Source: an optimization exercise on an open RTL-to-GDS flow (aim: small area, a short achievable clock period and few clock cycles per item). Production flows keep margins and buffers that such runs may drop.
Only simulation tests tie the RTL to the original design; equivalence was not proved.

$ cat flow/config.mk
export PLATFORM = sky130hd
export DESIGN_NAME = yuvToRgb
export DESIGN_NICKNAME = yuvToRgb
export VERILOG_FILES = /design/flow/design.v
export SDC_FILE = /design/flow/constraint.sdc
export NUM_CORES = 4
export LEC_CHECK = 0
export CAP_MARGIN = 20
export CORE_MARGIN = 2
export CORE_UTILIZATION = 40
export CTS_CLUSTER_DIAMETER = 100
export CTS_CLUSTER_SIZE = 25
export SETUP_SLACK_MARGIN = 5
export SLEW_MARGIN = 20
export SYNTH_HIERARCHICAL = 1
export SYNTH_MINIMUM_KEEP_SIZE = 0
$ cat flow/standard.sh
#!/bin/bash
# synth_recipe.tcl (not shown) runs the flow's synth.tcl, then flattens the netlist and writes it again
# the make line also repeats each setting of config.mk as NAME=value (left out here)
make -C /OpenROAD-flow-scripts/flow DESIGN_CONFIG=/design/flow/config.mk WORK_HOME=/design/flow/orfs CLKGATE_MAP_FILE= SYNTH_SCRIPT=/design/flow/synth_recipe.tcl "${@:-finish}"
$ cat flow/design.v
package sramMapPkg;
	typedef logic [17:0] sramAddr_t;
	typedef struct packed {
		logic [7:0] hi;
		logic [7:0] lo;
	} sramBytes_t;
	typedef union packed {
		logic [15:0] raw;
		sramBytes_t bytes;
	} sramWord_u;
	typedef enum logic [1:0] {
		PlaneY,
		PlaneU,
		PlaneV
	} plane_e;
	typedef struct packed {
		plane_e plane;
		sramAddr_t address;
	} readReq_t;
	typedef struct packed {
		plane_e plane;
		sramWord_u word;
	} readRet_t;
endpackage
package colorPkg;
	typedef logic [7:0] sample_t;
	typedef logic signed [31:0] fixed_t;
	typedef struct packed {
		fixed_t uEven;
		fixed_t uOdd;
		fixed_t vEven;
		fixed_t vOdd;
	} chromaPair_t;
	typedef struct packed {
		sample_t y0;
		sample_t y1;
		chromaPair_t chroma;
	} yuvPair_t;
	typedef struct packed {
		sample_t r;
		sample_t g;
		sample_t b;
	} rgbPixel_t;
	typedef struct packed {
		rgbPixel_t p0;
		rgbPixel_t p1;
	} rgbPair_t;
	localparam fixed_t Tap5 = 32'sd21;
	localparam fixed_t Tap3 = -32'sd52;
	localparam fixed_t Tap1 = 32'sd159;
	localparam fixed_t CoefY = 32'sd76284;
	localparam fixed_t CoefRv = 32'sd104595;
	localparam fixed_t CoefGu = -32'sd25624;
	localparam fixed_t CoefGv = -32'sd53281;
	localparam fixed_t CoefBu = 32'sd132251;
	localparam fixed_t LumaOffset = 32'sd16;
	localparam fixed_t ChromaOffset = 32'sd128;
	localparam fixed_t FilterRound = 32'sd128;
	localparam int FilterShift = 8;
endpackage
`timescale 1ns/1ns
module yuvToRgb (
	input logic Clock,
	input logic resetn,
	input logic start,
	input logic [15:0] readData,
	output logic done,
	output logic [17:0] sramAddress,
	output logic [15:0] sramWriteData,
	output logic sramWeN
);
	logic busy;
	logic wrQ;
	logic [7:0] pq;
	logic [2:0] ph;
	logic [8:0] wa;
	logic shen, shV, shHi;
	logic rdU, rdV, rdY, rkU, rkV, rkY;
	logic [7:0] win [12];
	logic [15:0] pendU, pendV, yw;
	logic [8:0] f, uc;
	logic [8:0] fc9;
	logic [9:0] fd2, fd3;
	logic [15:0] gb;
	logic [7:0] b0;
	function automatic logic [6:0] flagsOf(input logic [7:0] q);
		flagsOf = {q <= 8'd3, q >= 8'd4, (q >= 8'd4) && (q <= 8'd158),
			(q >= 8'd4) && (q <= 8'd162), !q[0] && (q <= 8'd159),
			q[0] && (q <= 8'd158), q == 8'd163};
	endfunction
	logic [6:0] fl, nf, df;
	logic dfPro, dfWrOk, dfRdC, dfRdYk, dfVHi, dfUHi, flLastP;
	logic [1:0] dfQ;
	assign {dfPro, dfWrOk, dfRdC, dfRdYk, dfVHi, dfUHi} = df[6:1];
	assign dfQ = (ph == 3'd4) ? pq[1:0] + 2'd1 : pq[1:0];
	assign flLastP = fl[0];
	logic [2:0] nph;
	logic dWr, dRdU, dRdV, dRdY, dSh, dShV, dShHi;
	logic [6:0] kc;
	logic [7:0] yc;
	assign nph = (ph == 3'd4) ? 3'd0 : ph + 3'd1;
	assign df = (ph == 3'd4) ? nf : fl;
	always_comb begin
		dWr = 1'b0; dRdU = 1'b0; dRdV = 1'b0; dRdY = 1'b0;
		dSh = 1'b0; dShV = 1'b0; dShHi = 1'b0;
		if (dfPro && !(dfQ == 2'd3 && nph > 3'd2)) begin
			case ({dfQ, nph})
				{2'd0, 3'd4}: dRdU = 1'b1;
				{2'd1, 3'd0}: dRdV = 1'b1;
				{2'd1, 3'd1}: begin dSh = 1'b1; dShHi = 1'b1; end
				{2'd1, 3'd2}: begin dSh = 1'b1; dShHi = 1'b1; dShV = 1'b1; end
				{2'd1, 3'd3}: begin dSh = 1'b1; dShHi = 1'b1; end
				{2'd1, 3'd4}: begin dSh = 1'b1; dShHi = 1'b1; dShV = 1'b1; end
				{2'd2, 3'd0}: begin dSh = 1'b1; dShHi = 1'b1; end
				{2'd2, 3'd1}: begin dSh = 1'b1; dShHi = 1'b1; dShV = 1'b1; end
				{2'd2, 3'd2}: begin dSh = 1'b1; dRdU = 1'b1; end
				{2'd2, 3'd3}: begin dSh = 1'b1; dShV = 1'b1; dRdV = 1'b1; end
				{2'd2, 3'd4}: begin dSh = 1'b1; dShHi = 1'b1; end
				{2'd3, 3'd0}: begin dSh = 1'b1; dShHi = 1'b1; dShV = 1'b1; dRdU = 1'b1; end
				{2'd3, 3'd1}: begin dSh = 1'b1; dRdY = 1'b1; end
				{2'd3, 3'd2}: begin dSh = 1'b1; dShV = 1'b1; end
				default: ;
			endcase
		end else begin
			case (nph)
				3'd0: begin
					dRdU = dfQ[0] && dfRdC;
					dRdV = !dfQ[0] && dfRdC;
				end
				3'd1: dRdY = dfRdYk;
				3'd2: begin
					dWr = dfWrOk;
					dSh = 1'b1; dShV = 1'b1;
					dShHi = dfVHi;
				end
				3'd3: begin
					dWr = dfWrOk;
					dSh = 1'b1;
					dShHi = dfUHi;
				end
				default: dWr = dfWrOk;
			endcase
		end
	end
	logic go, lastNow;
	assign go = start && !busy;
	assign lastNow = flLastP && (ph == 3'd4);
	always_ff @(posedge Clock or negedge resetn) begin
		if (!resetn) begin
			busy <= 1'b0;
			done <= 1'b0;
			wrQ <= 1'b0;
		end else begin
			if (go) begin
				busy <= 1'b1;
				done <= 1'b0;
			end else if (busy && lastNow) begin
				busy <= 1'b0;
				done <= 1'b1;
			end
			wrQ <= busy && !lastNow && !go && dWr;
		end
	end
	always_ff @(posedge Clock) begin
		if (go) begin
			pq <= 8'd0;
			ph <= 3'd4;
			fl <= flagsOf(8'd0);
			nf <= flagsOf(8'd1);
			wa <= 9'd0;
			kc <= 7'd0;
			yc <= 8'd0;
			sramAddress <= 18'd38400;
			rdU <= 1'b1; rdV <= 1'b0; rdY <= 1'b0;
			shen <= 1'b0; shV <= 1'b0; shHi <= 1'b0;
		end else begin
			ph <= nph;
			if (ph == 3'd4) begin
				pq <= pq + 8'd1;
				fl <= nf;
				nf <= flagsOf(pq + 8'd2);
			end
			if (dWr)
				wa <= wa + 9'd1;
			if (dRdV)
				kc <= kc + 7'd1;
			if (dRdY)
				yc <= yc + 8'd1;
			if (dWr)
				sramAddress <= {9'd287, wa};
			else if (dRdY)
				sramAddress <= {10'd0, yc};
			else if (dRdU)
				sramAddress <= {11'd300, kc};
			else
				sramAddress <= {11'd450, kc};
			rdU <= busy && dRdU;
			rdV <= busy && dRdV;
			rdY <= busy && dRdY;
			shen <= busy && dSh;
			shV <= dShV;
			shHi <= dShHi;
		end
		rkU <= rdU;
		rkV <= rdV;
		rkY <= rdY;
	end
	assign sramWeN = !wrQ;
	logic [7:0] shIn;
	logic [8:0] sA, sB, sC;
	assign sA = {1'b0, win[0]} + {1'b0, win[10]};
	assign sB = {1'b0, win[2]} + {1'b0, win[8]};
	assign sC = {1'b0, win[4]} + {1'b0, win[6]};
	always_comb begin
		case ({shV, shHi})
			2'b00: shIn = pendU[7:0];
			2'b01: shIn = pendU[15:8];
			2'b10: shIn = pendV[7:0];
			default: shIn = pendV[15:8];
		endcase
	end
	always_ff @(posedge Clock) begin
		if (rkU)
			pendU <= readData;
		if (rkV)
			pendV <= readData;
		if (rkY)
			yw <= readData;
		if (shen) begin
			for (int i = 0; i < 11; i++)
				win[i] <= win[i + 1];
			win[11] <= shIn;
		end
		fc9 <= sC;
		fd2 <= {1'b0, sA} - {1'b0, sB} + 10'd512;
		fd3 <= {1'b0, sC} - {1'b0, sB} + 10'd512;
	end
	logic [22:0] lum;
	logic [7:0] ysel;
	logic [8:0] pu, pv;
	assign pu = uc;
wire lm_1;
wire lm_2;
wire lm_3;
wire lm_4;
wire lm_5;
wire lm_6;
wire lm_7;
wire lm_8;
wire lm_9;
wire lm_10;
wire lm_11;
wire lm_12;
wire lm_13;
wire lm_14;
wire lm_15;
wire lm_16;
wire lm_17;
wire lm_18;
wire lm_19;
wire lm_20;
wire lm_21;
wire lm_22;
wire lm_23;
wire lm_24;
wire lm_25;
wire lm_26;
wire lm_27;
wire lm_28;
wire lm_29;
wire lm_30;
wire lm_31;
wire lm_32;
wire lm_33;
wire lm_34;
wire lm_35;
wire lm_36;
wire lm_37;
wire lm_38;
wire lm_39;
wire lm_40;
wire lm_41;
wire lm_42;
wire lm_43;
wire lm_44;
wire lm_45;
wire lm_46;
wire lm_47;
wire lm_48;
wire lm_49;
wire lm_50;
wire lm_51;
wire lm_52;
wire lm_53;
wire lm_54;
wire lm_55;
wire lm_56;
wire lm_57;
wire lm_58;
wire lm_59;
wire lm_60;
wire lm_61;
wire lm_62;
wire lm_63;
wire lm_64;
assign lm_1 = ~~ysel[0];
assign lm_2 = ~ysel[1];
assign lm_3 = ~ysel[2];
assign lm_4 = ~ysel[3];
assign lm_5 = ~ysel[4];
assign lm_6 = ~ysel[5];
assign lm_7 = ~ysel[6];
assign lm_8 = ~ysel[7];
assign lm_9 = ~ysel[6];
assign lm_10 = ~ysel[7];
assign lm_11 = ~ysel[6];
assign lm_12 = ~ysel[7];
assign lm_13 = ~ysel[5];
assign lm_14 = ~ysel[6];
assign lm_15 = ~ysel[7];
assign lm_16 = ~ysel[7];
HA lm_17_i (ysel[5], ysel[3], lm_17, lm_18);
HA lm_19_i (ysel[4], ysel[1], lm_19, lm_20);
HA lm_21_i (ysel[5], ysel[2], lm_21, lm_22);
HA lm_23_i (ysel[2], ysel[0], lm_23, lm_24);
FA lm_25_i (ysel[3], ysel[1], ysel[4], lm_25, lm_26);
FA lm_27_i (ysel[4], ysel[2], ysel[5], lm_27, lm_28);
FA lm_29_i (ysel[0], ysel[6], lm_8, lm_29, lm_30);
FA lm_31_i (ysel[7], lm_9, lm_18, lm_31, lm_32);
FA lm_33_i (ysel[6], lm_10, lm_20, lm_33, lm_34);
FA lm_35_i (ysel[3], ysel[7], lm_11, lm_35, lm_36);
HA lm_37_i (ysel[4], ysel[6], lm_37, lm_38);
HA lm_39_i (ysel[0], ysel[1], lm_39, lm_40);
FA lm_41_i (ysel[1], ysel[2], lm_4, lm_41, lm_42);
FA lm_43_i (ysel[3], lm_5, lm_23, lm_43, lm_44);
FA lm_45_i (lm_6, lm_24, lm_25, lm_45, lm_46);
FA lm_47_i (lm_7, lm_26, lm_27, lm_47, lm_48);
FA lm_49_i (lm_17, lm_28, lm_29, lm_49, lm_50);
FA lm_51_i (lm_19, lm_30, lm_31, lm_51, lm_52);
FA lm_53_i (lm_21, lm_32, lm_33, lm_53, lm_54);
FA lm_55_i (lm_22, lm_35, lm_34, lm_55, lm_56);
FA lm_57_i (lm_12, lm_37, lm_36, lm_57, lm_58);
FA lm_59_i (ysel[7], lm_13, lm_38, lm_59, lm_60);
HA lm_61_i (ysel[5], lm_14, lm_61, lm_62);
HA lm_63_i (ysel[6], lm_15, lm_63, lm_64);
wire [22:0] lum_d = {lm_16, lm_62, lm_61, lm_59, lm_57, lm_54, lm_52, lm_50, lm_48, lm_46, lm_44, lm_42, lm_40, lm_3, lm_2, ysel[0], ~ysel[6], ~ysel[5], ~ysel[4], ~ysel[3], ~ysel[2], ~ysel[1], lm_1} + {lm_64, lm_63, lm_60, lm_58, lm_56, lm_55, lm_53, lm_51, lm_49, lm_47, lm_45, lm_43, lm_41, lm_39, 1'b0, ~ysel[7], 1'b0, 1'b0, 1'b0, 1'b0, 1'b0, ~ysel[0], 1'b0};
wire cr_1;
wire cr_2;
wire cr_3;
wire cr_4;
wire cr_5;
wire cr_6;
wire cr_7;
wire cr_8;
wire cr_9;
wire cr_10;
wire cr_11;
wire cr_12;
wire cr_13;
wire cr_14;
wire cr_15;
wire cr_16;
wire cr_17;
wire cr_18;
wire cr_19;
wire cr_20;
wire cr_21;
wire cr_22;
wire cr_23;
wire cr_24;
wire cr_25;
wire cr_26;
wire cr_27;
wire cr_28;
wire cr_29;
wire cr_30;
wire cr_31;
wire cr_32;
wire cr_33;
wire cr_34;
wire cr_35;
wire cr_36;
wire cr_37;
wire cr_38;
wire cr_39;
wire cr_40;
wire cr_41;
wire cr_42;
wire cr_43;
wire cr_44;
wire cr_45;
wire cr_46;
wire cr_47;
wire cr_48;
wire cr_49;
wire cr_50;
wire cr_51;
wire cr_52;
wire cr_53;
wire cr_54;
wire cr_55;
wire cr_56;
wire cr_57;
wire cr_58;
wire cr_59;
wire cr_60;
wire cr_61;
wire cr_62;
wire cr_63;
wire cr_64;
wire cr_65;
wire cr_66;
wire cr_67;
wire cr_68;
wire cr_69;
wire cr_70;
wire cr_71;
wire cr_72;
wire cr_73;
wire cr_74;
wire cr_75;
wire cr_76;
wire cr_77;
wire cr_78;
wire cr_79;
wire cr_80;
wire cr_81;
wire cr_82;
wire cr_83;
wire cr_84;
wire cr_85;
wire cr_86;
wire cr_87;
wire cr_88;
wire cr_89;
wire cr_90;
wire cr_91;
wire cr_92;
wire cr_93;
wire cr_94;
wire cr_95;
wire cr_96;
wire cr_97;
wire cr_98;
wire cr_99;
wire cr_100;
wire cr_101;
wire cr_102;
wire cr_103;
wire cr_104;
wire cr_105;
wire cr_106;
wire cr_107;
wire cr_108;
wire cr_109;
wire cr_110;
wire cr_111;
wire cr_112;
wire cr_113;
wire cr_114;
wire cr_115;
wire cr_116;
wire cr_117;
wire cr_118;
wire cr_119;
wire cr_120;
wire cr_121;
wire cr_122;
wire cr_123;
wire cr_124;
wire cr_125;
wire cr_126;
wire cr_127;
wire cr_128;
wire cr_129;
wire cr_130;
wire cr_131;
wire cr_132;
wire cr_133;
wire cr_134;
wire cr_135;
wire cr_136;
wire cr_137;
wire cr_138;
assign cr_1 = ~~pv[0];
assign cr_2 = ~lum[4];
assign cr_3 = ~lum[6];
assign cr_4 = ~lum[7];
assign cr_5 = ~lum[10];
assign cr_6 = ~lum[12];
assign cr_7 = ~lum[14];
assign cr_8 = ~lum[16];
assign cr_9 = ~lum[20];
assign cr_10 = ~lum[22];
assign cr_11 = ~pv[8];
assign cr_12 = ~pv[8];
FA cr_13_i (lum[5], pv[5], pv[3], cr_13, cr_14);
FA cr_15_i (pv[6], pv[4], pv[1], cr_15, cr_16);
FA cr_17_i (pv[7], pv[5], pv[2], cr_17, cr_18);
FA cr_19_i (lum[8], pv[8], pv[6], cr_19, cr_20);
HA cr_21_i (lum[9], pv[7], cr_21, cr_22);
HA cr_23_i (pv[8], pv[5], cr_23, cr_24);
FA cr_25_i (lum[11], pv[6], pv[0], cr_25, cr_26);
HA cr_27_i (pv[7], pv[1], cr_27, cr_28);
FA cr_29_i (lum[13], pv[8], pv[2], cr_29, cr_30);
HA cr_31_i (lum[12], ~pv[4], cr_31, cr_32);
FA cr_33_i (pv[3], ~pv[5], ~pv[1], cr_33, cr_34);
FA cr_35_i (lum[15], pv[4], pv[0], cr_35, cr_36);
HA cr_37_i (lum[14], ~pv[6], cr_37, cr_38);
FA cr_39_i (pv[5], pv[1], ~pv[7], cr_39, cr_40);
HA cr_41_i (~pv[3], cr_8, cr_41, cr_42);
FA cr_43_i (lum[17], pv[6], pv[2], cr_43, cr_44);
FA cr_45_i (lum[16], ~pv[8], ~pv[4], cr_45, cr_46);
FA cr_47_i (lum[18], pv[7], pv[3], cr_47, cr_48);
HA cr_49_i (lum[19], pv[8], cr_49, cr_50);
HA cr_51_i (lum[2], pv[2], cr_51, cr_52);
FA cr_53_i (lum[3], pv[3], pv[1], cr_53, cr_54);
FA cr_55_i (pv[4], pv[2], ~pv[6], cr_55, cr_56);
FA cr_57_i (pv[0], lum[4], ~pv[7], cr_57, cr_58);
FA cr_59_i (~pv[8], cr_3, cr_14, cr_59, cr_60);
FA cr_61_i (lum[6], cr_4, cr_16, cr_61, cr_62);
FA cr_63_i (pv[3], lum[7], cr_18, cr_63, cr_64);
FA cr_65_i (pv[4], ~pv[0], cr_21, cr_65, cr_66);
FA cr_67_i (~pv[1], cr_5, cr_22, cr_67, cr_68);
FA cr_69_i (lum[10], ~pv[2], cr_24, cr_69, cr_70);
FA cr_71_i (~pv[3], cr_6, cr_27, cr_71, cr_72);
FA cr_73_i (~pv[0], cr_28, cr_31, cr_73, cr_74);
FA cr_75_i (cr_7, cr_32, cr_30, cr_75, cr_76);
FA cr_77_i (~pv[2], cr_37, cr_35, cr_77, cr_78);
FA cr_79_i (cr_38, cr_41, cr_36, cr_79, cr_80);
FA cr_81_i (cr_42, cr_43, cr_40, cr_81, cr_82);
FA cr_83_i (~pv[5], cr_44, cr_47, cr_83, cr_84);
FA cr_85_i (pv[4], ~pv[6], cr_49, cr_85, cr_86);
FA cr_87_i (pv[5], ~pv[7], cr_9, cr_87, cr_88);
FA cr_89_i (lum[21], pv[6], lum[20], cr_89, cr_90);
HA cr_91_i (lum[0], pv[0], cr_91, cr_92);
FA cr_93_i (lum[1], pv[1], ~pv[3], cr_93, cr_94);
FA cr_95_i (pv[0], ~pv[4], cr_51, cr_95, cr_96);
FA cr_97_i (~pv[5], cr_52, cr_53, cr_97, cr_98);
FA cr_99_i (cr_2, cr_54, cr_55, cr_99, cr_100);
FA cr_101_i (cr_13, cr_56, cr_57, cr_101, cr_102);
FA cr_103_i (cr_15, cr_58, cr_59, cr_103, cr_104);
FA cr_105_i (cr_17, cr_60, cr_61, cr_105, cr_106);
FA cr_107_i (cr_19, cr_62, cr_63, cr_107, cr_108);
FA cr_109_i (cr_20, cr_65, cr_64, cr_109, cr_110);
FA cr_111_i (cr_23, cr_66, cr_67, cr_111, cr_112);
FA cr_113_i (cr_25, cr_68, cr_69, cr_113, cr_114);
FA cr_115_i (cr_26, cr_70, cr_71, cr_115, cr_116);
FA cr_117_i (cr_29, cr_72, cr_73, cr_117, cr_118);
FA cr_119_i (cr_33, cr_74, cr_75, cr_119, cr_120);
FA cr_121_i (cr_34, cr_76, cr_77, cr_121, cr_122);
FA cr_123_i (cr_39, cr_78, cr_79, cr_123, cr_124);
FA cr_125_i (cr_45, cr_80, cr_81, cr_125, cr_126);
FA cr_127_i (cr_46, cr_83, cr_82, cr_127, cr_128);
FA cr_129_i (cr_48, cr_85, cr_84, cr_129, cr_130);
FA cr_131_i (cr_50, cr_87, cr_86, cr_131, cr_132);
FA cr_133_i (~pv[8], cr_89, cr_88, cr_133, cr_134);
FA cr_135_i (pv[7], cr_10, cr_90, cr_135, cr_136);
HA cr_137_i (lum[22], cr_11, cr_137, cr_138);
wire [16:0] cr_lo = {1'b0, {cr_116, cr_114, cr_112, cr_111, cr_108, cr_106, cr_104, cr_102, cr_100, cr_98, cr_96, cr_94, cr_92, ~pv[2], ~pv[1], cr_1}} + {1'b0, {cr_117, cr_115, cr_113, cr_110, cr_109, cr_107, cr_105, cr_103, cr_101, cr_99, cr_97, cr_95, cr_93, cr_91, ~pv[0], 1'b0}};
logic [22:0] cr_r;
wire [22:0] cr_d = {cr_lo[16], cr_138, cr_136, cr_134, cr_132, cr_130, cr_128, cr_127, cr_125, cr_123, cr_121, cr_119, cr_12, cr_137, cr_135, cr_133, cr_131, cr_129, cr_126, cr_124, cr_122, cr_120, cr_118};
wire [10:0] cr_x = {cr_r[10], cr_r[9], cr_r[8], cr_r[7], cr_r[6], cr_r[5], cr_r[4], cr_r[3], cr_r[2], cr_r[1], cr_r[0]} + {cr_r[21], cr_r[20], cr_r[19], cr_r[18], cr_r[17], cr_r[16], cr_r[15], cr_r[14], cr_r[13], cr_r[12], cr_r[11]} + {10'd0, cr_r[22]};
wire cg_1;
wire cg_2;
wire cg_3;
wire cg_4;
wire cg_5;
wire cg_6;
wire cg_7;
wire cg_8;
wire cg_9;
wire cg_10;
wire cg_11;
wire cg_12;
wire cg_13;
wire cg_14;
wire cg_15;
wire cg_16;
wire cg_17;
wire cg_18;
wire cg_19;
wire cg_20;
wire cg_21;
wire cg_22;
wire cg_23;
wire cg_24;
wire cg_25;
wire cg_26;
wire cg_27;
wire cg_28;
wire cg_29;
wire cg_30;
wire cg_31;
wire cg_32;
wire cg_33;
wire cg_34;
wire cg_35;
wire cg_36;
wire cg_37;
wire cg_38;
wire cg_39;
wire cg_40;
wire cg_41;
wire cg_42;
wire cg_43;
wire cg_44;
wire cg_45;
wire cg_46;
wire cg_47;
wire cg_48;
wire cg_49;
wire cg_50;
wire cg_51;
wire cg_52;
wire cg_53;
wire cg_54;
wire cg_55;
wire cg_56;
wire cg_57;
wire cg_58;
wire cg_59;
wire cg_60;
wire cg_61;
wire cg_62;
wire cg_63;
wire cg_64;
wire cg_65;
wire cg_66;
wire cg_67;
wire cg_68;
wire cg_69;
wire cg_70;
wire cg_71;
wire cg_72;
wire cg_73;
wire cg_74;
wire cg_75;
wire cg_76;
wire cg_77;
wire cg_78;
wire cg_79;
wire cg_80;
wire cg_81;
wire cg_82;
wire cg_83;
wire cg_84;
wire cg_85;
wire cg_86;
wire cg_87;
wire cg_88;
wire cg_89;
wire cg_90;
wire cg_91;
wire cg_92;
wire cg_93;
wire cg_94;
wire cg_95;
wire cg_96;
wire cg_97;
wire cg_98;
wire cg_99;
wire cg_100;
wire cg_101;
wire cg_102;
wire cg_103;
wire cg_104;
wire cg_105;
wire cg_106;
wire cg_107;
wire cg_108;
wire cg_109;
wire cg_110;
wire cg_111;
wire cg_112;
wire cg_113;
wire cg_114;
wire cg_115;
wire cg_116;
wire cg_117;
wire cg_118;
wire cg_119;
wire cg_120;
wire cg_121;
wire cg_122;
wire cg_123;
wire cg_124;
wire cg_125;
wire cg_126;
wire cg_127;
wire cg_128;
wire cg_129;
wire cg_130;
wire cg_131;
wire cg_132;
wire cg_133;
wire cg_134;
wire cg_135;
wire cg_136;
wire cg_137;
wire cg_138;
wire cg_139;
wire cg_140;
wire cg_141;
wire cg_142;
wire cg_143;
wire cg_144;
wire cg_145;
wire cg_146;
wire cg_147;
wire cg_148;
wire cg_149;
wire cg_150;
wire cg_151;
wire cg_152;
wire cg_153;
wire cg_154;
wire cg_155;
wire cg_156;
wire cg_157;
wire cg_158;
wire cg_159;
wire cg_160;
wire cg_161;
wire cg_162;
wire cg_163;
wire cg_164;
wire cg_165;
wire cg_166;
wire cg_167;
wire cg_168;
wire cg_169;
wire cg_170;
wire cg_171;
wire cg_172;
wire cg_173;
wire cg_174;
wire cg_175;
wire cg_176;
wire cg_177;
wire cg_178;
wire cg_179;
wire cg_180;
wire cg_181;
wire cg_182;
wire cg_183;
wire cg_184;
assign cg_1 = ~~pv[0];
assign cg_2 = ~lum[5];
assign cg_3 = ~lum[6];
assign cg_4 = ~lum[7];
assign cg_5 = ~lum[9];
assign cg_6 = ~lum[11];
assign cg_7 = ~lum[13];
assign cg_8 = ~lum[15];
assign cg_9 = ~lum[17];
assign cg_10 = ~lum[18];
assign cg_11 = ~lum[19];
assign cg_12 = ~lum[20];
assign cg_13 = ~lum[21];
assign cg_14 = ~lum[22];
assign cg_15 = ~lum[22];
assign cg_16 = ~lum[22];
FA cg_17_i (lum[14], pu[3], pv[2], cg_17, cg_18);
FA cg_19_i (pu[4], pv[3], ~pu[7], cg_19, cg_20);
FA cg_21_i (lum[16], pu[5], pv[4], cg_21, cg_22);
HA cg_23_i (lum[15], ~pu[8], cg_23, cg_24);
FA cg_25_i (pu[6], pv[5], ~pu[4], cg_25, cg_26);
FA cg_27_i (pu[7], pv[6], lum[17], cg_27, cg_28);
HA cg_29_i (pu[8], pv[7], cg_29, cg_30);
HA cg_31_i (lum[3], pu[2], cg_31, cg_32);
FA cg_33_i (lum[4], pu[3], ~pu[1], cg_33, cg_34);
FA cg_35_i (pu[4], ~pu[2], ~pv[7], cg_35, cg_36);
FA cg_37_i (pu[5], lum[5], ~pu[3], cg_37, cg_38);
HA cg_39_i (~pv[8], ~pv[3], cg_39, cg_40);
FA cg_41_i (pu[6], lum[6], ~pu[4], cg_41, cg_42);
HA cg_43_i (~pv[4], cg_4, cg_43, cg_44);
FA cg_45_i (lum[8], pu[7], lum[7], cg_45, cg_46);
FA cg_47_i (~pu[5], ~pu[0], ~pv[5], cg_47, cg_48);
FA cg_49_i (pu[8], ~pu[6], ~pu[1], cg_49, cg_50);
HA cg_51_i (~pv[6], cg_5, cg_51, cg_52);
FA cg_53_i (lum[10], lum[9], ~pu[7], cg_53, cg_54);
FA cg_55_i (~pu[2], ~pv[7], ~pv[0], cg_55, cg_56);
FA cg_57_i (pu[0], ~pu[8], ~pu[3], cg_57, cg_58);
FA cg_59_i (~pv[8], ~pv[1], cg_6, cg_59, cg_60);
FA cg_61_i (lum[12], pu[1], pv[0], cg_61, cg_62);
FA cg_63_i (lum[11], ~pu[4], ~pv[2], cg_63, cg_64);
FA cg_65_i (pu[2], pv[1], ~pu[5], cg_65, cg_66);
FA cg_67_i (~pu[0], ~pv[3], cg_7, cg_67, cg_68);
FA cg_69_i (lum[13], ~pu[6], ~pu[1], cg_69, cg_70);
FA cg_71_i (~pv[4], ~pv[0], cg_17, cg_71, cg_72);
FA cg_73_i (~pu[2], ~pv[5], ~pv[1], cg_73, cg_74);
FA cg_75_i (cg_8, cg_18, cg_19, cg_75, cg_76);
FA cg_77_i (~pu[3], ~pv[6], ~pv[2], cg_77, cg_78);
FA cg_79_i (cg_23, cg_21, cg_20, cg_79, cg_80);
FA cg_81_i (~pv[7], ~pv[3], cg_9, cg_81, cg_82);
FA cg_83_i (cg_24, cg_22, cg_25, cg_83, cg_84);
FA cg_85_i (~pu[5], ~pv[8], ~pv[4], cg_85, cg_86);
FA cg_87_i (cg_10, cg_27, cg_26, cg_87, cg_88);
FA cg_89_i (lum[18], ~pu[6], ~pv[5], cg_89, cg_90);
FA cg_91_i (cg_11, cg_29, cg_28, cg_91, cg_92);
FA cg_93_i (pv[8], lum[19], ~pu[7], cg_93, cg_94);
FA cg_95_i (~pv[6], cg_12, cg_30, cg_95, cg_96);
FA cg_97_i (lum[20], ~pu[8], ~pv[7], cg_97, cg_98);
HA cg_99_i (~pu[0], ~pv[5], cg_99, cg_100);
FA cg_101_i (~pv[6], ~pv[1], cg_32, cg_101, cg_102);
FA cg_103_i (~pv[2], cg_2, cg_34, cg_103, cg_104);
FA cg_105_i (cg_3, cg_39, cg_36, cg_105, cg_106);
FA cg_107_i (cg_40, cg_43, cg_38, cg_107, cg_108);
FA cg_109_i (cg_44, cg_45, cg_42, cg_109, cg_110);
FA cg_111_i (cg_51, cg_46, cg_48, cg_111, cg_112);
FA cg_113_i (cg_52, cg_50, cg_53, cg_113, cg_114);
FA cg_115_i (cg_54, cg_56, cg_57, cg_115, cg_116);
FA cg_117_i (cg_61, cg_58, cg_60, cg_117, cg_118);
FA cg_119_i (cg_62, cg_64, cg_65, cg_119, cg_120);
FA cg_121_i (cg_66, cg_68, cg_69, cg_121, cg_122);
FA cg_123_i (cg_70, cg_73, cg_72, cg_123, cg_124);
FA cg_125_i (cg_74, cg_77, cg_76, cg_125, cg_126);
FA cg_127_i (cg_78, cg_81, cg_80, cg_127, cg_128);
FA cg_129_i (cg_82, cg_85, cg_84, cg_129, cg_130);
FA cg_131_i (cg_86, cg_89, cg_91, cg_131, cg_132);
FA cg_133_i (cg_90, cg_93, cg_95, cg_133, cg_134);
FA cg_135_i (cg_13, cg_94, cg_97, cg_135, cg_136);
FA cg_137_i (lum[21], ~pv[8], cg_14, cg_137, cg_138);
HA cg_139_i (lum[1], pu[0], cg_139, cg_140);
FA cg_141_i (lum[2], pu[1], ~pv[4], cg_141, cg_142);
FA cg_143_i (~pv[0], cg_31, cg_99, cg_143, cg_144);
FA cg_145_i (cg_100, cg_33, cg_101, cg_145, cg_146);
FA cg_147_i (cg_35, cg_102, cg_103, cg_147, cg_148);
FA cg_149_i (cg_37, cg_104, cg_105, cg_149, cg_150);
FA cg_151_i (cg_41, cg_106, cg_107, cg_151, cg_152);
FA cg_153_i (cg_47, cg_108, cg_109, cg_153, cg_154);
FA cg_155_i (cg_49, cg_110, cg_111, cg_155, cg_156);
FA cg_157_i (cg_55, cg_112, cg_113, cg_157, cg_158);
FA cg_159_i (cg_59, cg_114, cg_115, cg_159, cg_160);
FA cg_161_i (cg_63, cg_116, cg_117, cg_161, cg_162);
FA cg_163_i (cg_67, cg_118, cg_119, cg_163, cg_164);
FA cg_165_i (cg_71, cg_120, cg_121, cg_165, cg_166);
FA cg_167_i (cg_122, cg_75, cg_123, cg_167, cg_168);
FA cg_169_i (cg_79, cg_124, cg_125, cg_169, cg_170);
FA cg_171_i (cg_83, cg_126, cg_127, cg_171, cg_172);
FA cg_173_i (cg_87, cg_128, cg_129, cg_173, cg_174);
FA cg_175_i (cg_88, cg_131, cg_130, cg_175, cg_176);
FA cg_177_i (cg_92, cg_133, cg_132, cg_177, cg_178);
FA cg_179_i (cg_96, cg_135, cg_134, cg_179, cg_180);
FA cg_181_i (cg_98, cg_137, cg_136, cg_181, cg_182);
HA cg_183_i (cg_15, cg_138, cg_183, cg_184);
wire [16:0] cg_lo = {1'b0, {cg_162, cg_160, cg_158, cg_156, cg_154, cg_152, cg_150, cg_148, cg_146, cg_144, cg_142, cg_140, ~pv[3], lum[0], ~pv[1], cg_1}} + {1'b0, {cg_163, cg_161, cg_159, cg_157, cg_155, cg_153, cg_151, cg_149, cg_147, cg_145, cg_143, cg_141, cg_139, ~pv[2], ~pv[0], 1'b0}};
logic [22:0] cg_r;
wire [22:0] cg_d = {cg_lo[16], cg_184, cg_182, cg_180, cg_178, cg_176, cg_175, cg_173, cg_171, cg_169, cg_167, cg_165, cg_16, cg_183, cg_181, cg_179, cg_177, cg_174, cg_172, cg_170, cg_168, cg_166, cg_164};
wire [10:0] cg_x = {cg_r[10], cg_r[9], cg_r[8], cg_r[7], cg_r[6], cg_r[5], cg_r[4], cg_r[3], cg_r[2], cg_r[1], cg_r[0]} + {cg_r[21], cg_r[20], cg_r[19], cg_r[18], cg_r[17], cg_r[16], cg_r[15], cg_r[14], cg_r[13], cg_r[12], cg_r[11]} + {10'd0, cg_r[22]};
wire cb_1;
wire cb_2;
wire cb_3;
wire cb_4;
wire cb_5;
wire cb_6;
wire cb_7;
wire cb_8;
wire cb_9;
wire cb_10;
wire cb_11;
wire cb_12;
wire cb_13;
wire cb_14;
wire cb_15;
wire cb_16;
wire cb_17;
wire cb_18;
wire cb_19;
wire cb_20;
wire cb_21;
wire cb_22;
wire cb_23;
wire cb_24;
wire cb_25;
wire cb_26;
wire cb_27;
wire cb_28;
wire cb_29;
wire cb_30;
wire cb_31;
wire cb_32;
wire cb_33;
wire cb_34;
wire cb_35;
wire cb_36;
wire cb_37;
wire cb_38;
wire cb_39;
wire cb_40;
wire cb_41;
wire cb_42;
wire cb_43;
wire cb_44;
wire cb_45;
wire cb_46;
wire cb_47;
wire cb_48;
wire cb_49;
wire cb_50;
wire cb_51;
wire cb_52;
wire cb_53;
wire cb_54;
wire cb_55;
wire cb_56;
wire cb_57;
wire cb_58;
wire cb_59;
wire cb_60;
wire cb_61;
wire cb_62;
wire cb_63;
wire cb_64;
wire cb_65;
wire cb_66;
wire cb_67;
wire cb_68;
wire cb_69;
wire cb_70;
wire cb_71;
wire cb_72;
wire cb_73;
wire cb_74;
wire cb_75;
wire cb_76;
wire cb_77;
wire cb_78;
wire cb_79;
wire cb_80;
wire cb_81;
wire cb_82;
wire cb_83;
wire cb_84;
wire cb_85;
wire cb_86;
wire cb_87;
wire cb_88;
wire cb_89;
wire cb_90;
wire cb_91;
wire cb_92;
wire cb_93;
wire cb_94;
wire cb_95;
wire cb_96;
wire cb_97;
wire cb_98;
wire cb_99;
wire cb_100;
wire cb_101;
wire cb_102;
wire cb_103;
wire cb_104;
wire cb_105;
wire cb_106;
wire cb_107;
wire cb_108;
wire cb_109;
wire cb_110;
wire cb_111;
wire cb_112;
wire cb_113;
wire cb_114;
assign cb_1 = ~~pu[0];
assign cb_2 = ~lum[0];
assign cb_3 = ~lum[4];
assign cb_4 = ~lum[6];
assign cb_5 = ~lum[7];
assign cb_6 = ~lum[9];
assign cb_7 = ~lum[10];
assign cb_8 = ~lum[11];
assign cb_9 = ~lum[13];
assign cb_10 = ~lum[17];
assign cb_11 = ~lum[19];
assign cb_12 = ~lum[20];
assign cb_13 = ~lum[21];
assign cb_14 = ~lum[22];
assign cb_15 = ~pu[8];
assign cb_16 = ~pu[8];
FA cb_17_i (lum[5], pu[2], pu[0], cb_17, cb_18);
FA cb_19_i (pu[3], pu[1], ~pu[8], cb_19, cb_20);
FA cb_21_i (pu[4], pu[2], lum[6], cb_21, cb_22);
FA cb_23_i (lum[8], pu[5], pu[3], cb_23, cb_24);
HA cb_25_i (pu[0], lum[7], cb_25, cb_26);
FA cb_27_i (pu[6], pu[4], pu[1], cb_27, cb_28);
FA cb_29_i (pu[7], pu[5], pu[2], cb_29, cb_30);
FA cb_31_i (pu[8], pu[6], pu[3], cb_31, cb_32);
HA cb_33_i (lum[12], pu[7], cb_33, cb_34);
HA cb_35_i (lum[1], lum[0], cb_35, cb_36);
HA cb_37_i (lum[2], ~pu[4], cb_37, cb_38);
FA cb_39_i (lum[3], pu[0], ~pu[5], cb_39, cb_40);
FA cb_41_i (pu[1], ~pu[6], ~pu[4], cb_41, cb_42);
FA cb_43_i (lum[4], ~pu[7], ~pu[5], cb_43, cb_44);
FA cb_45_i (~pu[6], cb_4, cb_18, cb_45, cb_46);
FA cb_47_i (~pu[7], cb_5, cb_21, cb_47, cb_48);
FA cb_49_i (~pu[8], cb_25, cb_22, cb_49, cb_50);
FA cb_51_i (cb_6, cb_26, cb_24, cb_51, cb_52);
FA cb_53_i (lum[9], cb_7, cb_28, cb_53, cb_54);
FA cb_55_i (lum[10], cb_8, cb_30, cb_55, cb_56);
FA cb_57_i (pu[4], lum[11], cb_33, cb_57, cb_58);
FA cb_59_i (pu[8], pu[5], cb_9, cb_59, cb_60);
HA cb_61_i (lum[14], pu[6], cb_61, cb_62);
HA cb_63_i (lum[15], pu[7], cb_63, cb_64);
HA cb_65_i (lum[16], pu[8], cb_65, cb_66);
HA cb_67_i (~pu[2], ~pu[0], cb_67, cb_68);
FA cb_69_i (~pu[3], ~pu[1], cb_35, cb_69, cb_70);
FA cb_71_i (~pu[2], cb_36, cb_37, cb_71, cb_72);
FA cb_73_i (~pu[3], cb_38, cb_39, cb_73, cb_74);
FA cb_75_i (cb_3, cb_40, cb_41, cb_75, cb_76);
FA cb_77_i (cb_17, cb_42, cb_43, cb_77, cb_78);
FA cb_79_i (cb_44, cb_19, cb_45, cb_79, cb_80);
FA cb_81_i (cb_20, cb_46, cb_47, cb_81, cb_82);
FA cb_83_i (cb_23, cb_48, cb_49, cb_83, cb_84);
FA cb_85_i (cb_27, cb_50, cb_51, cb_85, cb_86);
FA cb_87_i (cb_29, cb_52, cb_53, cb_87, cb_88);
FA cb_89_i (cb_31, cb_54, cb_55, cb_89, cb_90);
FA cb_91_i (cb_32, cb_57, cb_56, cb_91, cb_92);
FA cb_93_i (cb_34, cb_59, cb_58, cb_93, cb_94);
FA cb_95_i (lum[13], cb_61, cb_60, cb_95, cb_96);
FA cb_97_i (pu[0], cb_62, cb_63, cb_97, cb_98);
FA cb_99_i (pu[1], cb_64, cb_65, cb_99, cb_100);
FA cb_101_i (pu[2], cb_10, cb_66, cb_101, cb_102);
FA cb_103_i (lum[18], pu[3], lum[17], cb_103, cb_104);
HA cb_105_i (pu[4], cb_11, cb_105, cb_106);
FA cb_107_i (pu[5], lum[19], cb_12, cb_107, cb_108);
FA cb_109_i (pu[6], lum[20], cb_13, cb_109, cb_110);
FA cb_111_i (pu[7], lum[21], cb_14, cb_111, cb_112);
HA cb_113_i (lum[22], cb_15, cb_113, cb_114);
wire [16:0] cb_lo = {1'b0, {cb_93, cb_90, cb_88, cb_86, cb_84, cb_82, cb_80, cb_78, cb_76, cb_74, cb_72, cb_70, cb_68, cb_2, ~pu[1], cb_1}} + {1'b0, {cb_92, cb_91, cb_89, cb_87, cb_85, cb_83, cb_81, cb_79, cb_77, cb_75, cb_73, cb_71, cb_69, cb_67, ~pu[0], 1'b0}};
logic [22:0] cb_r;
wire [22:0] cb_d = {cb_lo[16], cb_114, cb_112, cb_111, cb_109, cb_107, cb_104, cb_102, cb_101, cb_99, cb_96, cb_94, cb_16, cb_113, cb_110, cb_108, cb_106, cb_105, cb_103, cb_100, cb_98, cb_97, cb_95};
wire [10:0] cb_x = {cb_r[10], cb_r[9], cb_r[8], cb_r[7], cb_r[6], cb_r[5], cb_r[4], cb_r[3], cb_r[2], cb_r[1], cb_r[0]} + {cb_r[21], cb_r[20], cb_r[19], cb_r[18], cb_r[17], cb_r[16], cb_r[15], cb_r[14], cb_r[13], cb_r[12], cb_r[11]} + {10'd0, cb_r[22]};
wire fl_1;
wire fl_2;
wire fl_3;
wire fl_4;
wire fl_5;
wire fl_6;
wire fl_7;
wire fl_8;
wire fl_9;
wire fl_10;
wire fl_11;
wire fl_12;
wire fl_13;
wire fl_14;
wire fl_15;
wire fl_16;
wire fl_17;
wire fl_18;
wire fl_19;
wire fl_20;
wire fl_21;
wire fl_22;
wire fl_23;
wire fl_24;
wire fl_25;
wire fl_26;
wire fl_27;
wire fl_28;
wire fl_29;
wire fl_30;
wire fl_31;
wire fl_32;
wire fl_33;
wire fl_34;
wire fl_35;
wire fl_36;
wire fl_37;
wire fl_38;
wire fl_39;
wire fl_40;
wire fl_41;
wire fl_42;
wire fl_43;
wire fl_44;
wire fl_45;
wire fl_46;
wire fl_47;
wire fl_48;
wire fl_49;
wire fl_50;
wire fl_51;
wire fl_52;
wire fl_53;
wire fl_54;
wire fl_55;
wire fl_56;
wire fl_57;
wire fl_58;
wire fl_59;
wire fl_60;
wire fl_61;
wire fl_62;
wire fl_63;
wire fl_64;
wire fl_65;
wire fl_66;
wire fl_67;
wire fl_68;
wire fl_69;
wire fl_70;
wire fl_71;
wire fl_72;
wire fl_73;
wire fl_74;
wire fl_75;
wire fl_76;
wire fl_77;
wire fl_78;
wire fl_79;
wire fl_80;
wire fl_81;
wire fl_82;
wire fl_83;
wire fl_84;
wire fl_85;
wire fl_86;
wire fl_87;
wire fl_88;
assign fl_1 = ~fd2[0];
assign fl_2 = ~fc9[0];
assign fl_3 = ~fc9[3];
assign fl_4 = ~fc9[5];
HA fl_5_i (fc9[1], fd3[3], fl_5, fl_6);
HA fl_7_i (fc9[2], fd3[4], fl_7, fl_8);
HA fl_9_i (fd3[0], fd2[1], fl_9, fl_10);
FA fl_11_i (fd3[1], fd2[2], fd2[4], fl_11, fl_12);
FA fl_13_i (fd3[2], fd2[3], fd2[5], fl_13, fl_14);
HA fl_15_i (fd2[7], ~fd3[7], fl_15, fl_16);
FA fl_17_i (fd2[4], fd2[6], fd2[8], fl_17, fl_18);
FA fl_19_i (fc9[0], ~fd3[8], fl_5, fl_19, fl_20);
FA fl_21_i (fd2[5], fd2[7], fd2[9], fl_21, fl_22);
FA fl_23_i (~fd3[9], fl_6, fl_7, fl_23, fl_24);
FA fl_25_i (fd3[5], fd2[6], fd2[8], fl_25, fl_26);
HA fl_27_i (fl_3, fl_8, fl_27, fl_28);
FA fl_29_i (fc9[4], fd3[6], fd2[7], fl_29, fl_30);
HA fl_31_i (fd2[9], fc9[3], fl_31, fl_32);
HA fl_33_i (fd3[7], fd2[8], fl_33, fl_34);
HA fl_35_i (fc9[6], fd3[8], fl_35, fl_36);
HA fl_37_i (fd2[0], fd2[2], fl_37, fl_38);
FA fl_39_i (fd2[3], fd2[5], ~fd3[5], fl_39, fl_40);
FA fl_41_i (fd2[6], ~fd3[6], fl_10, fl_41, fl_42);
FA fl_43_i (fl_2, fl_15, fl_12, fl_43, fl_44);
FA fl_45_i (fl_16, fl_14, fl_17, fl_45, fl_46);
FA fl_47_i (fl_18, fl_21, fl_20, fl_47, fl_48);
FA fl_49_i (fl_22, fl_25, fl_27, fl_49, fl_50);
FA fl_51_i (fl_31, fl_26, fl_28, fl_51, fl_52);
FA fl_53_i (fl_4, fl_32, fl_33, fl_53, fl_54);
FA fl_55_i (fd2[9], fc9[5], fl_34, fl_55, fl_56);
HA fl_57_i (fc9[7], fd3[9], fl_57, fl_58);
HA fl_59_i (fd2[1], fd2[0], fl_59, fl_60);
FA fl_61_i (fd2[0], fd2[2], ~fd3[2], fl_61, fl_62);
FA fl_63_i (fd2[1], fd2[3], ~fd3[3], fl_63, fl_64);
FA fl_65_i (fd2[4], ~fd3[4], fl_37, fl_65, fl_66);
FA fl_67_i (fl_38, fl_9, fl_39, fl_67, fl_68);
FA fl_69_i (fl_11, fl_40, fl_41, fl_69, fl_70);
FA fl_71_i (fl_13, fl_42, fl_43, fl_71, fl_72);
FA fl_73_i (fl_19, fl_44, fl_45, fl_73, fl_74);
FA fl_75_i (fl_23, fl_46, fl_47, fl_75, fl_76);
FA fl_77_i (fl_24, fl_49, fl_48, fl_77, fl_78);
FA fl_79_i (fl_29, fl_50, fl_51, fl_79, fl_80);
FA fl_81_i (fl_30, fl_53, fl_52, fl_81, fl_82);
FA fl_83_i (fl_35, fl_54, fl_55, fl_83, fl_84);
FA fl_85_i (fl_36, fl_57, fl_56, fl_85, fl_86);
HA fl_87_i (fc9[8], fl_58, fl_87, fl_88);
wire [16:0] fl_s = {fl_88, fl_87, fl_84, fl_83, fl_80, fl_79, fl_76, fl_74, fl_72, fl_70, fl_68, fl_66, fl_64, fl_62, fl_60, ~fd3[1], ~fd3[0]} + {1'b0, fl_86, fl_85, fl_82, fl_81, fl_78, fl_77, fl_75, fl_73, fl_71, fl_69, fl_67, fl_65, fl_63, fl_61, fl_59, fl_1};
wire [8:0] fl_q = fl_s[16:8];
	function automatic logic [7:0] clip(input logic [10:0] x);
		if (x[10:9] == 2'b00)
			clip = 8'd0;
		else if (x[10] || (x[9] && x[8]))
			clip = 8'd255;
		else
			clip = x[7:0];
	endfunction
	logic [7:0] cR, cG, cB;
	assign cR = clip(cr_x);
	assign cG = clip(cg_x);
	assign cB = clip(cb_x);
	always_ff @(posedge Clock) begin
		f <= fl_q;
		uc <= (ph == 3'd4) ? {win[3][7], !win[3][7], win[3][6:0]} : f;
		pv <= (ph == 3'd4) ? {win[4][7], !win[4][7], win[4][6:0]} : fl_q;
		ysel <= (ph == 3'd3) ? yw[15:8] : yw[7:0];
		lum <= lum_d;
		cr_r <= cr_d;
		cg_r <= cg_d;
		cb_r <= cb_d;
		b0 <= cB;
		gb <= {cG, cB};
		case (ph)
			3'd1: sramWriteData <= {cR, cG};
			3'd2: sramWriteData <= {b0, cR};
			default: sramWriteData <= gb;
		endcase
	end
endmodule
module FA(input a, input b, input c, output s, output co);
	assign s = a ^ b ^ c;
	assign co = (a & b) | (a & c) | (b & c);
endmodule
module HA(input a, input b, output s, output co);
	assign s = a ^ b;
	assign co = a & b;
endmodule
$ cat flow/constraint.sdc
create_clock -name core_clock -period 12.0 [get_ports {Clock}]
set_input_delay 2.4000 -clock core_clock [delete_from_list [all_inputs] [get_ports {Clock}]]
set_output_delay 2.4000 -clock core_clock [all_outputs]
set_load 0.01 [all_outputs]
$ cat flow/flow/run.sh
#!/bin/bash
set -euo pipefail
bash standard.sh SETUP_SLACK_MARGIN=8.4 "BUFFER_PORTS_ARGS=-buffer_cell sky130_fd_sc_hd__buf_2" finish > standard.log 2>&1
==> impl_metrics.json, run 1 <==
{
  "outcome": "finished clean",
  "seq_area_frac_synth_pct": 42.9,
  "synth_top_area_share_pct": 23.2,
  "postSynth.asyncResetShare_pct": 0.737,
  "syn-num-nets": 2255,
  "crit_chain": "inv_1 -> fa_1 -> fa_1 -> fa_1 -> ha_1 -> o21ai_0 -> nand2b_1 -> a221o_1",
  "cts_buffers": 22,
  "wire_per_inst_um": 18.0,
  "yosys.area.top_type": "dfxtp_1",
  "min_period_over_period_pct": 29.5,
  "slowest_delay_ns": 0.76,
  "cp.required_ns": 12.43,
  "finalHoldViolCount": 0,
  "hold_path_depth": 0,
  "rsz0062_at_grt": "true",
  "dp.cells": 2576,
  "path_buf_inv": 1,
  "syn_avg_cell_area_um2": 12.4,
  "syn_inst": 1809,
  "fin_cells": 2631,
  "core_region_area_um2": 55200,
  "synth_warnings": 8,
  "r2r-start": "pv[1]$_DFF_P_",
  "yosys.cell_count.top_type": "dfxtp_1",
  "cts_tree": "yes",
  "fmax_mhz": 282,
  "r2r_slack_ns": 8.46,
  "arrival_ns": 3.97,
  "reg2reg_depth": 8,
  "antenna_found_initial": 1,
  "r2r_end": "cg_r[22]$_DFF_P_",
  "portBuffers": 53,
  "wl_um": 47500,
  "place_congestion": 0.932,
  "critical_path.top_delay_family": "adder cells",
  "diodes": 0,
  "rows": 86,
  "tns_ns": 0,
  "via_per_inst": 5.12,
  "finClkSkew_ns": 0.0319,
  "grt_max_degree": 90,
  "maxSlewHeadroom_pct": 46.7,
  "clock-sinks": 407,
  "hold_buffers": 0,
  "synth_ff_type": "dfxtp_1",
  "drt_pass1_iterations": 4,
  "setup_viol": 0,
  "nets": 2315,
  "min_period_ns": 3.54,
  "layout-drive-gt1-share_pct": 10.1,
  "maxCapViolations": 0,
  "track_usage_pct": 16.9,
  "drtAntennaViolNets": 0,
  "die_w_um": 241,
  "critical_path_peak_fanout": 9,
  "crit_path_end_kind": "flip-flop",
  "cts-root-buf": "clkbuf_16",
  "synth_edf_count": 144,
  "synth_area_leaders": "dfxtp_1 23%, fa_1 20%, edfxtp_1 19%",
  "clock_latency_ns": 0.57,
  "vias": 13500,
  "hold_path_class": "reg -> reg",
  "worst_setup_path_start_kind": "flip-flop",
  "die-area_um2": 57900,
  "grt-ovfl-total": 0,
  "synth_commonest_cells": "260 x dfxtp_1, 229 x fa_1, 198 x ha_1",
  "drt-initial-drc-count": 725,
  "fp.dieH_um": 241,
  "slew_viol_final": 0,
  "dpl.hpwl_um": 37300,
  "crit_cells": 8,
  "h-tree-depth": 1,
  "ys_ff_latch": 407,
  "fin_util_pct": 44.3,
  "crit_type": "reg -> reg",
  "synthDistinctLibCells": 76,
  "syn-cell-area_um2": 22400,
  "start_util_pct": 40.6,
  "grt_pass1_wl_um": 76400,
  "drcViolationCount": 0,
  "cpMostUsedCell": "fa_1",
  "grt_pass1_vias": 14000,
  "critPathCapture": "cg_r[22]$_DFF_P_",
  "synthToLayoutAreaGrowth_pct": 9.17,
  "clk_pin_slew_ns": 0.09,
  "clockBufferDepth": 3,
  "worst_pin_slew_ns": 0.800,
  "crit_start": "pv[1]$_DFF_P_",
  "io_pins": 55,
  "slowest_stage": "dfxtp_1",
  "whs_ns": 0.337
}
==> metal layers <==
| metal | global-route usage [%] | share of wire (%) |
|---|---|---|
| met1 | 23.8 | 46 |
| met2 | 27.5 | 47 |
| met3 | 2.87 | 5.0 |
| met4 | 3.44 | 2.0 |
| met5 | 0 | 0 |
==> kinds of logic after synthesis <==
kind of cell	synth area share (%)
AO/OA/AOI/OAI	8.40
XOR/XNOR	4.15
adder cells (fa/ha/maj)	31.5
buffers and inverters	2.71
flip-flops	42.9
multiplexers	2.10
other	0.0167
AND/OR/NAND/NOR	8.21
==> repair_timing <==
item / CTS / global route
resized for setup: 14 / 42
pin swaps: 0 / 6
buffers inserted: 1 / 16
endpoints found under the hold margin: 0 / 0
gates cloned: 0 / 0
endpoints found under the setup margin: 6 / 18
==> flip-flops by register name, indices dropped and copies added, names as in the netlist, 8 cells and up <==
register / count
cb_r: 23
cg_r: 23
cr_r: 23
f: 9
fc9: 9
fd2: 10
fd3: 10
gb: 9
lum: 23
pendU: 16
pendV: 16
pq: 8
pv: 9
sramAddress: 14
sramWriteData: 16
uc: 9
wa: 9
win: 96
yc: 8
ysel: 8
yw: 16
==> worst min-delay path by stage <==
stage | startpoint | end
3_3_place_gp | rdY$_SDFF_PP0_ | rkY$_DFF_P_
4_1_cts | rdU$_SDFF_PP1_ | rkU$_DFF_P_
6_report | rdU$_SDFF_PP1_ | rkU$_DFF_P_
2_1_floorplan | rdU$_SDFF_PP1_ | rkU$_DFF_P_
3_5_place_dp | rdV$_SDFF_PP0_ | rkV$_DFF_P_
5_1_grt | rdV$_SDFF_PP0_ | rkV$_DFF_P_
==> Yosys stat by module, one instance, submodules excluded <==
module | flops+latches | times used | cell area [µm²] | cells
HA | 0 | 49 | 12.5 | 1
yuvToRgb | 407 | 1 | 17500 | 1547
FA | 0 | 213 | 20.0 | 1
==> final cells by class <==
type / count / area [µm²]
repair buffers: 75 / 434
fillers: 5051 / 30800
well taps: 748 / 936
clock inverters: 8 / 109
multi-input cells: 1248 / 12300
clock buffers: 30 / 581
flip-flops and latches: 407 / 9650
inverters: 115 / 450
==> layout by cell type (no fill, tap or decap), types with 53 or more instances in the layout <==
| master | n |
|---|---|
| nor2_1 | 109 |
| fa_1 | 227 |
| xnor2_1 | 60 |
| edfxtp_1 | 144 |
| dfxtp_1 | 232 |
| ha_1 | 194 |
| inv_1 | 108 |
| a21oi_1 | 80 |
| nand2_1 | 130 |
| buf_2 | 53 |
==> per-stage QoR <==
step | instance area [µm²] | worst slack [ns]
after detailed placement | 23500 | 8.26
after global routing | 24400 | 8.31
after global placement | 23500 | 8.41
after floorplan | 22400 | 8.55
after CTS | 24200 | 8.40
final | 24400 | 8.46
Testbench counts, summed over its fixed seeds: cycles 26,144, rows 32.
==> run 2, diff against run 1 <==
==> flow/flow/run.sh (replaced) <==
#!/bin/bash
set -euo pipefail
bash standard.sh SETUP_SLACK_MARGIN=8.5 "BUFFER_PORTS_ARGS=-buffer_cell sky130_fd_sc_hd__buf_2" finish > standard.log 2>&1
--- a/flow/config.mk
+++ b/flow/config.mk
@@ -7,2 +7,3 @@
 export LEC_CHECK = 0
+export ABC_CLOCK_PERIOD_IN_PS = 3500
 export CAP_MARGIN = 20
==> run 2 against run 1 <==
Sequential cell count stayed put. Critical path depth is 7 lower. Routed wire length is 0.19% higher. Clock-buffer cell count stayed put. Register-to-register slack better by 0.09 ns. Setup slack better by 0.021 ns. Synthesized area stayed put. Worst hold slack better by 0.0016 ns.
==> impl_metrics.json, run 2 <==
{
  "outcome": "finished clean",
  "synth_area_leaders": "dfxtp_1 23%, fa_1 20%, edfxtp_1 19%",
  "clk_pin_slew_ns": 0.09,
  "synth_ff_type": "dfxtp_1",
  "synth-simple-area-share_pct": 8.21,
  "grt_pass1_vias": 14000,
  "synthDistinctLibCells": 76,
  "hold_buffers": 0,
  "finClkSkew_ns": 0.0262,
  "synthAdderAreaFrac_pct": 31.5,
  "synthMuxAreaShare_pct": 2.10,
  "critical_path.top_delay_family": "flip-flops",
  "syn-num-nets": 2255,
  "via_per_inst": 5.10,
  "largest_register": "win",
  "crit_chain": "buf_6",
  "finalHoldViolCount": 0,
  "rows": 86,
  "die_w_um": 241,
  "start_util_pct": 40.6,
  "fp.dieH_um": 241,
  "layout_common_cells": "228 x dfxtp_1, 223 x fa_1, 192 x ha_1",
  "drtAntennaViolNets": 0,
  "diodes": 0,
  "synth_commonest_cells": "260 x dfxtp_1, 229 x fa_1, 198 x ha_1",
  "fin_cells": 2637,
  "dp.cells": 2576,
  "drt_pass1_iterations": 7,
  "place_congestion": 0.932,
  "wl_um": 47500,
  "synth_warnings": 8,
  "synth_top_family_by_area": "adder cells",
  "worst_pin_slew_ns": 0.800,
  "h-tree-depth": 1,
  "arrival_ns": 1.12,
  "syn_inst": 1809,
  "hold_path_class": "reg -> reg",
  "clock-sinks": 407,
  "final_common_cell": "dfxtp_1",
  "seq_area_frac_synth_pct": 42.9,
  "slowest_delay_ns": 0.42,
  "grt-ovfl-total": 0,
  "crit_path_end_kind": "output port",
  "core_region_area_um2": 55200,
  "dpl.hpwl_um": 37300,
  "largest_reg_flops": 96,
  "rsz0062_at_grt": "true",
  "drt-initial-drc-count": 786,
  "setup_viol": 0,
  "clockBufferDepth": 3,
  "syn-cell-area_um2": 22400,
  "synth_top_area_share_pct": 23.2,
  "grt_pass1_wl_um": 76500,
  "yosys.cell_count.top_type": "dfxtp_1",
  "worst_setup_path_start_kind": "flip-flop",
  "tns_ns": 0,
  "syn_avg_cell_area_um2": 12.4,
  "io_pins": 55,
  "grt_max_degree": 90,
  "cts_buffers": 22,
  "synthXorXnorAreaFrac_pct": 4.15,
  "die-area_um2": 57900,
  "slowest_stage": "dfrtp_1",
  "portBuffers": 53,
  "min_period_ns": 3.52,
  "ys_ff_latch": 407,
  "path_buf_inv": 1,
  "critical_path_peak_fanout": 2,
  "track_usage_pct": 16.9,
  "layout-drive-gt1-share_pct": 11.2,
  "vias": 13500,
  "maxSlewHeadroom_pct": 46.7,
  "synthToLayoutAreaGrowth_pct": 9.61,
  "cts_tree": "yes",
  "crit_type": "reg -> out",
  "postSynth.asyncResetShare_pct": 0.737,
  "drcViolationCount": 0,
  "synth_compound_area_share_pct": 8.40,
  "clock_latency_ns": 0.57,
  "antenna_found_initial": 1,
  "wire_per_inst_um": 18.0,
  "fmax_mhz": 284,
  "slew_viol_final": 0,
  "maxCapViolations": 0,
  "cts-root-buf": "clkbuf_16",
  "yosys.area.top_type": "dfxtp_1",
  "min_period_over_period_pct": 29.4,
  "nets": 2321,
  "synth_edf_count": 144,
  "cp.required_ns": 9.60
}
run 2: cells by family (layout without fill, tap and decap cells):
| kind of cell | after synthesis | after routing |
|---|---|---|
| other | 1 | 1 |
| xor gates and xnor gates | 106 | 106 |
| DFF | 407 | 407 |
| AOI/OAI and AO/OA | 288 | 288 |
| and+or+nand+nor | 392 | 392 |
| buffers and inverters | 154 | 234 |
| muxes | 34 | 34 |
| adders and majority gates | 427 | 427 |
run 2: modules after synthesis (local to each module, per instance):
module | cells | times used
FA | 1 | 213
HA | 1 | 49
yuvToRgb | 1547 | 1
run 2: routing by layer:
layer | wire (µm) | GRT usage [%]
met2 | 22200 | 27.5
met3 | 2280 | 2.99
met5 | 0 | 0
met1 | 22200 | 23.8
met4 | 899 | 3.56
run 2: worst reg2reg max path, stage by stage (launching register included):
cell and delay, ns:
dfxtp_4 0.38, fa_1 0.52, fa_1 0.43, fa_1 0.54
ha_4 0.23, a21o_1 0.20, a31o_1 0.23, a211oi_2 0.26
o21bai_1 0.11, xor2_1 0.16, mux2_2 0.27
run 2: cell type report:
| cell class | instances | area [µm²] |
|---|---|---|
| inverter | 115 | 454 |
| clock buffer | 30 | 581 |
| sequential | 407 | 9670 |
| multi-input combinational | 1248 | 12300 |
| timing repair buffer | 81 | 485 |
| clock inverter | 8 | 109 |
| fill | 5047 | 30700 |
| tap | 748 | 936 |
run 2: timing repair:
item | 4_1_cts | 5_1_grt
pin swaps | 1 | 18
setup buffers | 4 | 19
gates resized for setup | 31 | 41
endpoints found under the setup margin | 12 | 32
run 2: worst paths after layout:
| path | start | to | slack [ns] | depth (start not counted) |
|---|---|---|---|---|
| setup / recovery | done$_DFFE_PN0P_ | done | 8.48 | 1 |
| hold / removal | rdU$_SDFF_PP1_ | rkU$_DFF_P_ | 0.34 | 0 |
| setup reg to reg | fd2[6]$_DFF_P_ | pv[5]$_DFF_P_ | 8.55 | 10 |
| hold reg to reg | rdU$_SDFF_PP1_ | rkU$_DFF_P_ | 0.34 | 0 |
| max in group asynchronous | resetn | busy$_DFFE_PN0P_ | 10.26 | 1 |
| min in group asynchronous | resetn | done$_DFFE_PN0P_ | 1.62 | 1 |
run 2: metrics by stage:
step           util [%]  instance area, µm²  setup slack [ns]  hold slack, ns
3_3_place_gp       42.5               23500              8.41           0.315
6_report           44.5               24500              8.48           0.339
4_1_cts            44.0               24300              8.42           0.345
2_1_floorplan         -               22400              8.55           0.310
5_1_grt            44.5               24500              8.36           0.349
3_5_place_dp       42.5               23500              8.26           0.323
==> run 3, diff against run 2 <==
--- a/flow/config.mk
+++ b/flow/config.mk
@@ -7,3 +7,2 @@
 export LEC_CHECK = 0
-export ABC_CLOCK_PERIOD_IN_PS = 3500
 export CAP_MARGIN = 20
==> run 3 against run 2 <==
Register-to-register slack is essentially flat. Still clean on timing, DRC and antenna. Non-clock buffer count is the same. Clock-buffer cell count is the same. Critical path depth is the same. Global-route usage is the same. Core utilization is the same. Synthesized cell count is the same. Highest routed layer unchanged. Fmax is the same. Critical endpoint unchanged.
==> impl_metrics.json, run 3 <==
{
  "drt-initial-drc-count": 786,
  "synthToLayoutAreaGrowth_pct": 9.61,
  "slew_viol_final": 0,
  "start_util_pct": 40.6,
  "largest_register": "win",
  "syn-cell-area_um2": 22400,
  "fp.dieH_um": 241,
  "r2r-start": "fd2[6]$_DFF_P_",
  "hold_path_class": "reg -> reg",
  "synth_warnings": 8,
  "layout-drive-gt1-share_pct": 11.2,
  "setup_viol": 0,
  "clock-sinks": 407,
  "slowest_delay_ns": 0.42,
  "worst_setup_path_start_kind": "flip-flop",
  "final_common_cell": "dfxtp_1",
  "crit_type": "reg -> out",
  "seq_area_frac_synth_pct": 42.9,
  "die_w_um": 241,
  "maxCapViolations": 0,
  "synth_area_leaders": "dfxtp_1 23%, fa_1 20%, edfxtp_1 19%",
  "postSynth.asyncResetShare_pct": 0.737,
  "critical_path_peak_fanout": 2,
  "drt_pass1_iterations": 7,
  "yosys.area.top_type": "dfxtp_1",
  "grt_pass1_wl_um": 76500,
  "worst_pin_slew_ns": 0.800,
  "cts_tree": "yes",
  "layout_common_cells": "228 x dfxtp_1, 223 x fa_1, 192 x ha_1",
  "vias": 13500,
  "drcViolationCount": 0,
  "maxSlewHeadroom_pct": 46.7,
  "outcome": "finished clean",
  "min_period_over_period_pct": 29.4,
  "tns_ns": 0,
  "core_region_area_um2": 55200,
  "crit_start": "done$_DFFE_PN0P_",
  "synth_top_area_share_pct": 23.2,
  "fin_util_pct": 44.5,
  "r2r_slack_ns": 8.55,
  "h-tree-depth": 1,
  "track_usage_pct": 16.9,
  "critical_path.top_delay_family": "flip-flops",
  "dp.cells": 2576,
  "place_ws_ns": 8.26,
  "synth_edf_count": 144,
  "cp.required_ns": 9.60,
  "portBuffers": 53,
  "io_pins": 55,
  "place_congestion": 0.932,
  "crit_path_end_kind": "output port",
  "synth_ff_type": "dfxtp_1",
  "clock_latency_ns": 0.57,
  "diodes": 0,
  "fmax_mhz": 284,
  "die-area_um2": 57900,
  "clockBufferDepth": 3,
  "yosys.cell_count.top_type": "dfxtp_1",
  "rsz0062_at_grt": "true",
  "syn-num-nets": 2255,
  "synthDistinctLibCells": 76,
  "synth_commonest_cells": "260 x dfxtp_1, 229 x fa_1, 198 x ha_1",
  "wl_um": 47500,
  "cts-root-buf": "clkbuf_16",
  "arrival_ns": 1.12,
  "largest_reg_flops": 96,
  "dpl.hpwl_um": 37300
}
## run 3: layout make-up
| cell class | count | area [µm²] | share of cell area [%] |
|---|---|---|---|
| Multi-Input combinational cell | 1248 | 12300 | 50.2 |
| Tap cell | 748 | 936 | 3.81 |
| Sequential cell | 407 | 9670 | 39.4 |
| Clock inverter | 8 | 109 | 0.443 |
| Timing Repair Buffer | 81 | 485 | 1.98 |
| Clock buffer | 30 | 581 | 2.37 |
| Inverter | 115 | 454 | 1.85 |
## run 3: per-module statistics from Yosys (local to each module, per instance)
module    copies in the design  cells  flip-flops and latches  cell area [µm²]
yuvToRgb                     1   1547                     407            17500
FA                         213      1                       0             20.0
HA                          49      1                       0             12.5
## run 3: logic make-up (layout without fill, tap and decap cells)
logic type	Yosys count	in the layout	share of synthesized area, %
mux	34	34	2.10
other cells	1	1	0.0167
fa+ha+maj	427	427	31.5
buf+inv	154	234	2.71
flops	407	407	42.9
compound gates	288	288	8.40
simple gates	392	392	8.21
xor+xnor	106	106	4.15
## run 3: stage by stage
stage          instance area [µm²]  hold WS (ns)
2_1_floorplan                22400         0.310
3_3_place_gp                 23500         0.315
3_5_place_dp                 23500         0.323
4_1_cts                      24300         0.345
5_1_grt                      24500         0.349
6_report                     24500         0.339
## run 3: layer usage
| metal | global-route usage (%) | routed length (µm) | part of all wire [%] |
|---|---|---|---|
| met4 | 3.56 | 899 | 1.9 |
| met1 | 23.8 | 22200 | 47 |
| met5 | 0 | 0 | 0 |
| met3 | 2.99 | 2280 | 4.8 |
| met2 | 27.5 | 22200 | 47 |
## run 3: repair_timing
item / 4_1_cts / 5_1_grt
buffers inserted: 4 / 19
pin swaps: 1 / 18
hold buffers: 0 / 0
resized for setup: 31 / 41
endpoints found under the setup margin: 12 / 32
## run 3: final timing paths
kind	to	depth (start not counted)
setup / recovery	done	1
hold / removal	rkU$_DFF_P_	0
setup reg to reg	pv[5]$_DFF_P_	10
hold reg to reg	rkU$_DFF_P_	0
max in group asynchronous	busy$_DFFE_PN0P_	1
min in group asynchronous	done$_DFFE_PN0P_	1

## what the ideal ports hide
No port has a modelled driver above. Below, the same layouts with a new extraction and two added sets of constraints.
Step 1, drivers: a clkbuf_16 drives Clock and a buf_2 each remaining input, both assumed.
Step 2 times the ports against the registers' clock, not the clock port: input delays grow and output delays shrink by t, the midpoint of the rising clock arrivals with the driver on.
a / b / c = ideal ports / drivers / drivers and shift; a / b = the first two.
run	t (ns)	setup WS [ns]	clock arrival spread, ns	slew at the worst register clock pin (ns)	worst data-port slew with drivers (ns)
run 1	0.610	8.455 / 8.412 / 8.455	0.038 / 0.038	0.10 / 0.10	0.03
run 2	0.612	8.476 / 8.420 / 8.504	0.034 / 0.034	0.10 / 0.10	0.03
run 3	0.612	8.476 / 8.420 / 8.504	0.034 / 0.034	0.10 / 0.10	0.03
After both steps every run listed still meets setup and hold.
